This is an optimization exercise on Yosys and OpenROAD, whose aim is small area, a short achievable clock period and few clock cycles per item, not a production implementation. No run shown here included a check of the RTL's function; only the layout flow was run.

==> flow/design.v (outline; a module is shown in full before it is edited, if it fits) <==
// module poly_horner_seq: 1843 lines
// module phs_fa: 5 lines
module poly_horner_seq (
    input  logic               clk,
    input  logic               rst,
    input  logic               coeff_we,
    input  logic [3:0]         coeff_addr,
    input  logic signed [15:0] coeff_wdata,
    input  logic signed [15:0] x,
    input  logic               start,
    output logic               busy,
    output logic               done,
    output logic signed [31:0] sum,
    output logic               ovf
);
  // ...
==> flow/run.sh <==
#!/bin/bash
# synth_recipe.tcl (not shown) runs the flow's synth.tcl, then flattens the netlist and writes it again
# the make line also repeats each setting of config.mk as NAME=value (left out here)
make -C /OpenROAD-flow-scripts/flow DESIGN_CONFIG=/design/flow/config.mk WORK_HOME=/design/flow/orfs CLKGATE_MAP_FILE= SYNTH_SCRIPT=/design/flow/synth_recipe.tcl finish
==> flow/config.mk <==
export PLATFORM = sky130hd
export DESIGN_NAME = poly_horner_seq
export DESIGN_NICKNAME = poly_horner_seq
export VERILOG_FILES = /design/flow/design.v
export SDC_FILE = /design/flow/constraint.sdc
export NUM_CORES = 4
export LEC_CHECK = 0
export ABC_AREA = 1
export CAP_MARGIN = 20
export CORE_MARGIN = 2
export CORE_UTILIZATION = 40
export SETUP_SLACK_MARGIN = 3.7
export SLEW_MARGIN = 20
export SYNTH_HIERARCHICAL = 1
export SYNTH_MINIMUM_KEEP_SIZE = 0
==> flow/constraint.sdc <==
create_clock -name core_clock -period 9.0 [get_ports {clk}]
set_input_delay 1.8000 -clock core_clock [delete_from_list [all_inputs] [get_ports {clk}]]
set_output_delay 1.8000 -clock core_clock [all_outputs]
set_load 0.01 [all_outputs]
==> impl_results.md, run 1 <==
- Worst-Skew Late Latency: a little over 0.6 ns
- Placed inst area: about 24000 um2
- Crit. End Element: flop
- Most frequent cells in the layout: nand2_1 (347), xor2_1 (284), o22ai_1 (257), fa_1 (232), edfxtp_1 (208)
- Met2 WL: ~32 mm
- Hold EP: r_cval[5]
- Tap cell count: 765
- Dpl cells: a little over 3000
- Outcome: finished clean
- Max FFs per register: between 150 and 200
- Final routed DRC violation total: 0
- Worst Path Required: ~9.4 ns
- Longest Clk Path Bufs: 3
- Part of the Yosys area used for sequential elements: between 30 and 40%
- Worst-path clk slew: 0.07 ns
- CP Class: flop to flop
- Top cell type's share of synthesized area: between 20% and 30%
- Commonest non-fill, non-tap cell in the layout: nand2_1
- Grt ovf: 0
- Clkbuf count: 35
- Worst setup startpoint: r_bonen[0]
- Cell Chain, Critical Path: buf_16 > a21oi_1 > xor2_1 > fa_1 > fa_1 > fa_1 > fa_1 > inv_1 > ha_1 > xnor2_1 > nor3_1 > nand3_1 > nor2_1 > nand3_1 > nand3_1 > nand2_1 > nand2_1 > a21oi_1
- Full die area: roughly 60000 um2
- # diodes: 0
- Seq/total area: between 20% and 30%
- Synth Area in Compound Gates: between 10% and 20%
==> inputs of run 2 (changes only) <==
--- a/flow/design.v
+++ b/flow/design.v
@@ -1796,19 +1796,21 @@
     always_ff @(posedge clk or posedge rst) begin
         if (rst) begin
             r_busy <= 1'b0;
             r_done <= 1'b0;
             r_idx  <= 4'd10;
             r_bonen <= '1;
             r_btwon <= '1;
             r_bneg  <= '0;
-            r_cval  <= '0;
+            r_cval <= '0;
+            r_c    <= '0;    
         end else begin
             r_done <= w_last;
+            r_c    <= w_cn;
             if (w_wr) r_cval[coeff_addr] <= 1'b1;
             r_idx <= w_idx_n;
             if (w_acc_st) begin
                 r_busy <= 1'b1;
                 r_bonen <= ~w_xone;
                 r_btwon <= ~w_xtwo;
                 r_bneg  <= w_xneg;
             end else if (r_busy) begin
@@ -1820,17 +1822,16 @@
                 end
             end
         end
     end
     always_ff @(posedge clk) begin
         if (w_wr) r_coeff[coeff_addr] <= coeff_wdata;
     end
     always_ff @(posedge clk) begin
-        r_c     <= w_cn;
         r_ge    <= w_ge;
         r_cneg  <= w_craw[15];
         if (w_acc_st | r_busy) begin
             r_accn <= ~w_s;
         end
         if (w_acc_st) begin
             r_ovf <= 1'b0;
         end else if (r_busy | r_done) begin
==> run 2 against run 1 <==
  * Fmax decreased by 2.4%
  * Still clean on timing, DRC and antenna
  * Core utilization increased by 0.56 points
  * Largest cell class unchanged
==> impl_results.md, run 2 <==
- Vert. Die Dim: between 200 and 250 um
- Leading area contributor after synthesis: edfxtp_1
- Post-DP HPWL: 45.48 mm
- DRT Pass-1 Iters: 9
- FILL cells: around 5300
- Final hold vios: 0
- Fraction of layout cells with a size suffix above 1: 9.432%
- Final setup margin: 3.775 ns
- Asr flop ratio synth: a little over a fifth
- Biggest regs: r_coeff x176, r_accn x32, r_c x17
- Via count of the routed design: around 18000
- Max FFs per register: 176 (unchanged)
- Met2 global-route usage: between 30 and 40%
- Max_cap viols: 0
- Worst Path Arrival: around 5.8 ns
- Worst slew pin tran: roughly 1 ns
- Crit path top cell by count: nand2_1
- Most frequent cell after synthesis: nand2_1
- Crit. End Element: flop
- Area delta synth->final: 14.30%
- Cell Chain, Critical Path: o22ai_1 > xor2_1 > fa_1 > fa_1 > fa_1 > fa_1 > ha_1 > inv_1 > nor2_1 > inv_1 > nor3_1 > nand2_1 > nand2_1 > nand2_1 > nand3_1 > nand3_1 > nand2_1 > nand2_1 > a21oi_1
- Post-synthesis net count: roughly 2800
- Distinct cell type count after synthesis: 47
- Final slew viol count: 0
- Outcome: finished clean
- Layout Skew: approximately 0.016 ns
- GRT Total Usage: roughly 23%
- Antenna Nets Post-Route: 0
- Vias in the first global route: around 18000
- Placed inst area: 24410 um2 (+0.25%)
- CTS Sinks: approximately 270
- Final routed DRC violation total: 0 (unchanged)
- Critical Path Start Type: flop
- Tcrit/Tclk final: around three fifths
- CP Class: flop to flop
- TNS Setup: 0 ns
- Routed WL: 70.65 mm
- Top cell type's share of synthesized area: 26.81% (-0.040 points)
- Initial antenna violation count: 2
- Slowest stage delay, CP: 0.83 ns
- Avg WL per Cell: around 22 um
- Sequential Area: about 7900 um2
- Worst Path Max Fanout: 17
- CTS tree: done
- Met3 GRT Util: between 4 and 5%
- Root buffer cell: clkbuf_16
- Most frequent cells in the layout: nand2_1 (362), xor2_1 (287), o22ai_1 (253), fa_1 (232), edfxtp_1 (208)
- Largest net degree at the start of global routing: 90
- Global-route wire length before repair: around 110 mm
- Final setup viols: 0
- Final nets: approximately 2800
- Full die area: 60180 um2 (+0.15%)
- Num CTS Buffers: 31
- RePlAce Congestion: roughly 0.9
- Row count: 88
- 1st-iter DRT viols: 1781
- Synth top area cells: edfxtp_1 (27%), fa_1 (20%), xor2_1 (11%)
- Commonest non-fill, non-tap cell in the layout: nand2_1
- Post-synthesis area per instance: ~10 um2
- Top post-synthesis cells by count: nand2_1 (362), xor2_1 (287), o22ai_1 (253), fa_1 (232), edfxtp_1 (208)
- Place WS: 3.601 ns
- Post-layout instance area: ~27000 um2
- H-tree levels: 1
- Worst Hold Class: flop to flop
- Worst-Skew Late Latency: 0.61 ns (about the same)
- Grt ovf: 0 (unchanged)
- Gr busiest metal: met2
- Io pins: 75
- Die W: 245.3 um
- Initial core utilization: between 40 and 50%
- Core ar.: ~58000 um2
- Post-Syn Area: between 20000 and 25000 um2
- Fmax: ~0.19 GHz
- Longest Clk Path Bufs: 3 (unchanged)
- Synth warn: 7
- Port buffer count: 74
- Worst Path Required: 9.52 ns (+0.11 ns)
- Via/cell ratio: approximately 5.7
- Largest reg by FF count: r_coeff
- Top_reg_cell synth: edfxtp_1
- Critical path's slowest cell: edfxtp_1
- Min Clock Period, post-route: about 5.2 ns
- Yosys reg bits: 269
- Max-Slew Margin vs Limit: about a third
- Final design utilization: between 40% and 50%
- Met1 Use GR: a little under a third
- Worst-path clk slew: 0.07 ns (about the same)
- EDFF count, synth: roughly 210
- Part of the Yosys area used for sequential elements: 33.40% (+0.32 points)
- Area taken by multi-input logic gates: roughly 14000 um2
- RSZ-0062 raised after global routing: true
- Post-Synthesis Cells: ~2400
## run 2: cell type report
| cell class | count | area share, % |
|---|---|---|
| well taps | 765 | 3.595 |
| diodes | 1 | 0.009398 |
| multi-input cells | 1704 | 52.38 |
| clock inverters | 21 | 0.7753 |
| flip-flops and latches | 269 | 29.51 |
| clock buffers | 35 | 3.087 |
| repair buffers | 190 | 7.697 |
| inverters | 209 | 2.946 |
## run 2: cells by family (layout without fill, tap and decap cells)
group	Yosys count	count (layout)	synth area share, %
and+or+nand+nor	653	653	11.90
buffers and inverters	411	455	6.972
AOI/OAI and AO/OA	404	404	10.43
adders and majority gates	341	341	25.79
xor gates and xnor gates	306	306	11.50
DFF	269	269	33.40
other	0	1	0
## run 2: stage by stage
stage,hold slack [ns],std cells
after floorplan,0.4274,2384
after global placement,0.4385,3046
after detailed placement,0.4477,3046
after CTS,0.4585,3109
after global routing,0.4775,3193
final,0.4552,3194
## run 2: worst max-delay path, delay by kind of cell, from the launching register on
family / cells / cell delay (ns)
flops: 1 / 0.83
fa+ha+maj: 5 / 2.23
buf+inv: 2 / 0.14
xor+xnor: 1 / 0.36
compound gates: 2 / 0.34
simple gates: 9 / 1.24
## run 2: final timing paths
kind / from / cells past startpoint / to / slack, ns
setup / recovery: r_accn[27] / 19 / r_ovf / 3.78
setup reg to reg: r_accn[27] / 19 / r_ovf / 3.78
min in group asynchronous: rst / 3 / r_c[1] / 1.74
max in group asynchronous: rst / 3 / r_bneg[1] / 6.64
hold reg to reg: r_ovf / 2 / r_ovf / 0.46
hold / removal: r_ovf / 2 / r_ovf / 0.46
## run 2: modules after synthesis (local to each module, per instance)
module,copies in the design,cells inside,flip-flops and latches,area (um2)
phs_fa,214,1,0,20.02
poly_horner_seq,1,2170,269,19010
## run 2: timing repair
item	in CTS	in global routing
gates resized for setup	14	9
buffers inserted	7	84
setup endpoints to repair	3	10
hold buffers	0	0
## run 2: routing by layer
layer / up-vias / routed length [um]
li1: 8046 / -
met3: 189 / 7319
met2: 978 / 33000
met1: 8847 / 27860
met5: - / 11
met4: 2 / 2454

==> static timing again, ports no longer ideal <==
How much do the figures lean on ideal ports? The routed layouts below were timed once more, with nothing changed but the port constraints. Step 1 (the two cells are an assumption about what drives the block):
set clk [get_ports {clk}]
set_driving_cell -lib_cell sky130_fd_sc_hd__clkbuf_16 $clk
set_driving_cell -lib_cell sky130_fd_sc_hd__buf_2 [delete_from_list [all_inputs] $clk]
Step 2 times the ports against the registers' clock, not the clock port: input delays grow and output delays shrink by t, the midpoint of the rising clock arrivals with the driver on. Slacks: ideal ports / drivers / drivers and shift; pairs: ideal ports / drivers.
| run | shift t [ns] | slack for setup (ns) | worst setup path at the end | latest minus earliest clock arrival (ns) |
|---|---|---|---|---|
| run 1 | 0.641 | 3.899 / 3.899 / 3.688 | input to register | 0.037 / 0.037 |
| run 2 | 0.655 | 3.775 / 3.771 / 3.775 | register to register | 0.016 / 0.016 |
After both steps setup and hold are still met in every run listed. For run 1, which loses most, drivers alone change the setup slack by 0.000 ns; drivers and shift together by -0.211 ns.
